Source: an optimization exercise on an open RTL-to-GDS flow (aim: small area, a short achievable clock period and few clock cycles). Production flows keep margins and buffers that such runs may drop.
RTL that was checked went through simulation tests only; none was proved equivalent to the original.
Power is estimated from default activity; no workload was simulated.

// keyword_tokenizer_unit
module keyword_tokenizer_unit (
  input  logic        clk_i,
  input  logic        rst_ni,
  input  logic        in_valid_i,
  output logic        in_ready_o,
  input  logic [7:0]  char_in_i,
  input  logic        end_of_input_i,
  output logic        out_valid_o,
  input  logic        out_ready_i,
  output logic [4:0]  token_kind_o,
  output logic [31:0] number_value_o,
  output logic [6:0]  text_length_o,
  output logic        is_chunk_o,
  output logic [63:0] text_chunk_o,
  output logic        last_o
);
Size in the first run: ~25,000 sq um of cells after synthesis.
Settings: LEC_CHECK=0, ABC_CLOCK_PERIOD_IN_PS=2500, CAP_MARGIN=20, CORE_MARGIN=2, CORE_UTILIZATION=40, SETUP_SLACK_MARGIN=4.0, SLEW_MARGIN=20; clock period 7.0 ns.
standard.sh (not shown) runs the stock make flow with config.mk's settings and CLKGATE_MAP_FILE= SYNTH_SCRIPT=/design/flow/synth_recipe.tcl, a recipe that flattens the netlist after the stock synthesis.
==> flow/flow/run.sh <==
#!/bin/bash
# Standard layout, with the port buffers made from plain buffers (buf_2) instead of the
# delay cell buffer_ports picks by default. Each tool's output goes to its own log here.
set -euo pipefail
bash standard.sh "BUFFER_PORTS_ARGS=-buffer_cell sky130_fd_sc_hd__buf_2" finish > standard.log 2>&1
Rerun with:
--- a/flow/design.v
+++ b/flow/design.v
@@ -291,15 +291,14 @@
   assign end_only  = m_id_q && !cont && cls.ltr;    
   assign start_id  = !m_id_q && cls.ltr;
   assign start_num = !cont && cls.dig;
   assign sq_idle   = !sq_ch_q && !sq_own_q;
   assign can_out   = out_free && sq_idle;
   logic [7:0] blk_q;
-  logic [7:0] wrow_q;              
   assign wr_row = wp_q[5:3];
-  assign wr_ok  = !(|(blk_q & wrow_q));
+  assign wr_ok  = !blk_q[wr_row];
   assign lex_emit = ir_v_q && need_out && can_out;
   assign wr_en    = ir_v_q && ((cont_id && wr_ok) ||
                                (start_id && (need_out ? can_out : wr_ok)));
   always_comb begin
     act = 1'b0;
     if (ir_v_q) begin
@@ -323,49 +322,27 @@
         m_id_q  <= start_id;
       end
       if (wr_en)       len_q <= len_q + 7'd1;
       else if (!cont)  len_q <= '0;
     end
   end
-  logic [30:0] acc_x5, ax_a, ax_b;
-  logic [31:0] ax_g [6];
-  logic [31:0] ax_p [6];
-  always_comb begin
-    ax_a     = acc_q[30:0];
-    ax_b     = {acc_q[28:0], cls.dsplit[2:1]};
-    ax_g[0]  = {ax_a & ax_b, cls.dsplit[0]};
-    ax_p[0]  = {ax_a ^ ax_b, 1'b0};
-    for (int l = 0; l < 5; l++) begin
-      for (int i = 0; i < 32; i++) begin
-        if (i >= (1 << l)) begin
-          ax_g[l+1][i] = ax_g[l][i] | (ax_p[l][i] & ax_g[l][i - (1 << l)]);
-          ax_p[l+1][i] = ax_p[l][i] & ax_p[l][i - (1 << l)];
-        end else begin
-          ax_g[l+1][i] = ax_g[l][i];
-          ax_p[l+1][i] = ax_p[l][i];
-        end
-      end
-    end
-    acc_x5 = ax_p[0][31:1] ^ ax_g[5][30:0];
-  end
+  logic [30:0] acc_x5;
+  assign acc_x5 = acc_q[30:0] + {acc_q[28:0], cls.dsplit[2:1]} + {30'd0, cls.dsplit[0]};
   always_ff @(posedge clk_i) begin
     if (ir_v_q && cls.dig && !cont_id && !num_shown) begin
       acc_q <= m_num_q ? {acc_x5, cls.code[0]} : {28'd0, cls.code[3:0]};
     end
   end
   always_ff @(posedge clk_i or negedge rst_ni) begin
     if (!rst_ni) begin
       wp_q   <= '0;
-      wrow_q <= 8'd1;
       base_q <= '0;
     end else if (wr_en) begin
       wp_q <= wp_q + 6'd1;
-      if (wp_q[2:0] == 3'd7) wrow_q <= {wrow_q[6:0], wrow_q[7]};
     end else if (act && !cont && m_id_q) begin
       wp_q   <= {sym ? lrow + 3'd1 : base_q, 3'b000};
-      wrow_q <= 8'(1) << (sym ? lrow + 3'd1 : base_q);
       if (sym) base_q <= lrow + 3'd1;
     end
   end
   logic       w_v_q;
   logic [5:0] w_addr_q, w_code_q;
   always_ff @(posedge clk_i or negedge rst_ni) begin
Outcome: Sequential cell count went down by 8; sequential power is about the same; design area goes up by 1.5%; utilization went up by 1.6 points; non-clock buffer count goes up by 35; worst setup slack degrades by 0.098 ns; via count drops by 0.79%; final cell count is lower by 2.0%.
No run of this note included a check of the RTL's function; only the layout flow was run.


keyword_tokenizer_unit, a different RTL version from the one above (not shown whole).
Size: roughly 1800 cells after synthesis, about 590 flip-flops, ~130 I/O pins.
Design keyword_tokenizer_unit, start of the top module:
module keyword_tokenizer_unit (
  input  logic        clk_i,
  input  logic        rst_ni,
  input  logic        in_valid_i,
  output logic        in_ready_o,
  input  logic [7:0]  char_in_i,
  input  logic        end_of_input_i,
  output logic        out_valid_o,
  input  logic        out_ready_i,
  output logic [4:0]  token_kind_o,
  output logic [31:0] number_value_o,
  output logic [6:0]  text_length_o,
  output logic        is_chunk_o,
  output logic [63:0] text_chunk_o,
  output logic        last_o
);
  logic         rdy_q;
  logic         ir_v_q, sk_v_q;
  logic [8:0]   sk_q;           
  kt_pkg::cls_t ir_q;           
  logic [8:0]   ir_src;
  logic         consume;
  logic         in_fire, ir_free, sk_v_d;
  assign ir_src     = sk_v_q ? sk_q : {end_of_input_i, char_in_i};
  assign in_ready_o = rdy_q;
  assign in_fire    = in_valid_i && rdy_q;
  assign ir_free    = !ir_v_q || consume;
  assign sk_v_d     = !ir_free && (sk_v_q || in_fire);
  always_ff @(posedge clk_i or negedge rst_ni) begin
    if (!rst_ni) begin
      rdy_q  <= 1'b1;
      ir_v_q <= 1'b0;
      sk_v_q <= 1'b0;
    end else begin
      rdy_q  <= !sk_v_d;
      ir_v_q <= !ir_free || sk_v_q || in_fire;
      sk_v_q <= sk_v_d;
    end
  end
  always_ff @(posedge clk_i) begin
    if (rdy_q) sk_q <= {end_of_input_i, char_in_i};
  ...
clock: 7.0 ns
lec_check: 0
abc_clock_period_in_ps: 2500
cap_margin: 20
core_margin: 2
core_utilization: 40
cts_buf_list: sky130_fd_sc_hd__clkbuf_16
cts_cluster_diameter: 60
cts_cluster_size: 24
setup_slack_margin: 4.0
slew_margin: 20
Scripts as last shown in full above: flow/flow/run.sh
Testbench counts at the start, summed over its fixed seeds: cycles 24,445.
Edit:
--- a/flow/design.v
+++ b/flow/design.v
@@ -250,19 +250,19 @@
   end
   always_ff @(posedge clk_i) begin
     if (rdy_q) sk_q <= {end_of_input_i, char_in_i};
     if (ir_free) ir_q <= kt_pkg::classify(ir_src[7:0], ir_src[8]);
   end
   logic        m_num_q, m_id_q;    
   logic [31:0] acc_q;              
   logic [6:0]  len_q;              
   logic [2:0]  base_q;             
-  logic [2:0]  wrp_q;              
+  logic [5:0]  wp_q;               
   logic        sq_ch_q;            
   logic [2:0]  sq_row_q;           
   logic [2:0]  sq_lrow_q;          
   logic [2:0]  sq_llane_q;         
   logic        sq_own_q;           
   logic [4:0]  sq_kind_q;
   logic        sl_v_q;             
   logic [4:0]  sl_kind_q;
   kt_pkg::cls_t cls;
@@ -283,19 +283,19 @@
   assign pend      = m_num_q || m_id_q;
   assign need_out  = !cont && (pend || cls.has_tok);
   assign sym       = m_id_q && !kw_hit;
   assign end_only  = m_id_q && !cont && cls.ltr;    
   assign start_id  = !m_id_q && cls.ltr;
   assign start_num = !cont && cls.dig;
   assign sq_idle   = !sq_ch_q && !sq_own_q && !sl_v_q;
   logic [7:0] blk_q;
   logic [7:0] wrow_q;              
-  assign wr_row = wrp_q;
+  assign wr_row = wp_q[5:3];
   assign wr_ok  = !(|(blk_q & wrow_q));
   logic [1:0] act_r, lex_emit_r, wr_en_r, sq_emit_r, acc_we_r, enq_r;
   logic       lone;
   assign lone = !cont && !pend && cls.has_tok;
   for (genvar r = 0; r < 2; r++) begin : g_rdy
     logic free_r, can_out_r, num_shown_r;
     assign free_r      = !o_valid || (r == 1);
     assign can_out_r   = free_r && sq_idle;
     assign num_shown_r = o_valid && o_is_num && (r == 0);
@@ -362,51 +362,51 @@
     acc_x5 = ax_p[0][31:1] ^ ax_g[5][30:0];
   end
   always_ff @(posedge clk_i) begin
     if (acc_we) begin
       acc_q <= m_num_q ? {acc_x5, cls.code[0]} : {28'd0, cls.code[3:0]};
     end
   end
   always_ff @(posedge clk_i or negedge rst_ni) begin
     if (!rst_ni) begin
-      wrp_q  <= '0;
+      wp_q   <= '0;
       wrow_q <= 8'd1;
       base_q <= '0;
     end else if (wr_en) begin
-      if (len_q[2:0] == 3'd7) begin
-        wrp_q  <= wrp_q + 3'd1;
-        wrow_q <= {wrow_q[6:0], wrow_q[7]};
-      end
+      wp_q <= wp_q + 6'd1;
+      if (wp_q[2:0] == 3'd7) wrow_q <= {wrow_q[6:0], wrow_q[7]};
     end else if (act && !cont && m_id_q) begin
-      wrp_q  <= sym ? lrow + 3'd1 : base_q;
+      wp_q   <= {sym ? lrow + 3'd1 : base_q, 3'b000};
       wrow_q <= 8'(1) << (sym ? lrow + 3'd1 : base_q);
       if (sym) base_q <= lrow + 3'd1;
     end
   end
   logic       w_v_q;
   logic [5:0] w_addr_q, w_code_q;
   always_ff @(posedge clk_i or negedge rst_ni) begin
     if (!rst_ni) begin
       w_v_q <= 1'b0;
     end else begin
       w_v_q <= wr_en;
     end
   end
   always_ff @(posedge clk_i) begin
-    w_addr_q <= {wrp_q, len_q[2:0]};
+    w_addr_q <= wp_q;
     w_code_q <= cls.code;
   end
   logic sq_lastc;
   logic [6:0] len_m1;
   logic [2:0] lrow;
+  logic [5:0] wp_m1;
+  assign wp_m1 = wp_q - 6'd1;
   assign sq_lastc = (sq_row_q == sq_lrow_q);
   assign len_m1   = len_q - 7'd1;
-  assign lrow     = wrp_q - {2'b00, len_q[2:0] == 3'd0};
+  assign lrow     = wp_m1[5:3];
   always_ff @(posedge clk_i or negedge rst_ni) begin
     if (!rst_ni) begin
       sq_ch_q  <= 1'b0;
       sq_own_q <= 1'b0;
     end else if (lex_emit) begin
       sq_ch_q  <= sym;
       sq_own_q <= pend && cls.has_tok;
     end else if (sq_emit) begin
       if (sq_ch_q)       sq_ch_q <= !sq_lastc;
- The new run passed the timing, design-rule and antenna checks
- global-route usage falls by 0.71 points
- register-to-register slack degrades by 90 ps
- core utilization went up by 0.70 points
- routed wire length shrinks by 3.6%
- clock power decreases by about 2%
- non-clock buffer count increases by 26
- maximum frequency drops by 2.7%
- worst setup slack loses 83 ps
- power shrinks by 8.7%
- synthesized area is about the same
Testbench counts after the change, summed over its fixed seeds: cycles 24,445.

-- afterwards: timing with drivers on the ports --
Ports are ideal in the flow. The routed layouts listed here were re-timed in OpenROAD. Step 1, drivers: a clkbuf_16 drives clk_i and a buf_2 each remaining input, both assumed. Step 2, shift: input delay + t, output delay - t, t = (earliest + latest rising clock arrival at the registers) / 2. This alone moves slack from input paths to output paths. Slacks: ideal ports / drivers / drivers and shift; pairs: ideal ports / drivers.
run	t (ns)	setup WS [ns]	clock arrival spread, ns	worst register clock-pin slew, ns
the first run of note 1	0.691	3.997 / 3.932 / 3.459	0.065 / 0.065	0.07 / 0.07
the second run of note 1	0.683	3.899 / 3.899 / 3.510	0.019 / 0.019	0.07 / 0.07
the first run of note 2	0.654	4.044 / 3.981 / 3.576	0.048 / 0.048	0.10 / 0.10
the second run of note 2	0.653	3.960 / 3.960 / 3.478	0.042 / 0.041	0.09 / 0.09
After both steps every run listed still meets setup and hold. The setup slack of the first run of note 1, which loses most, moves by -0.065 ns with the drivers and by -0.538 ns with both steps.
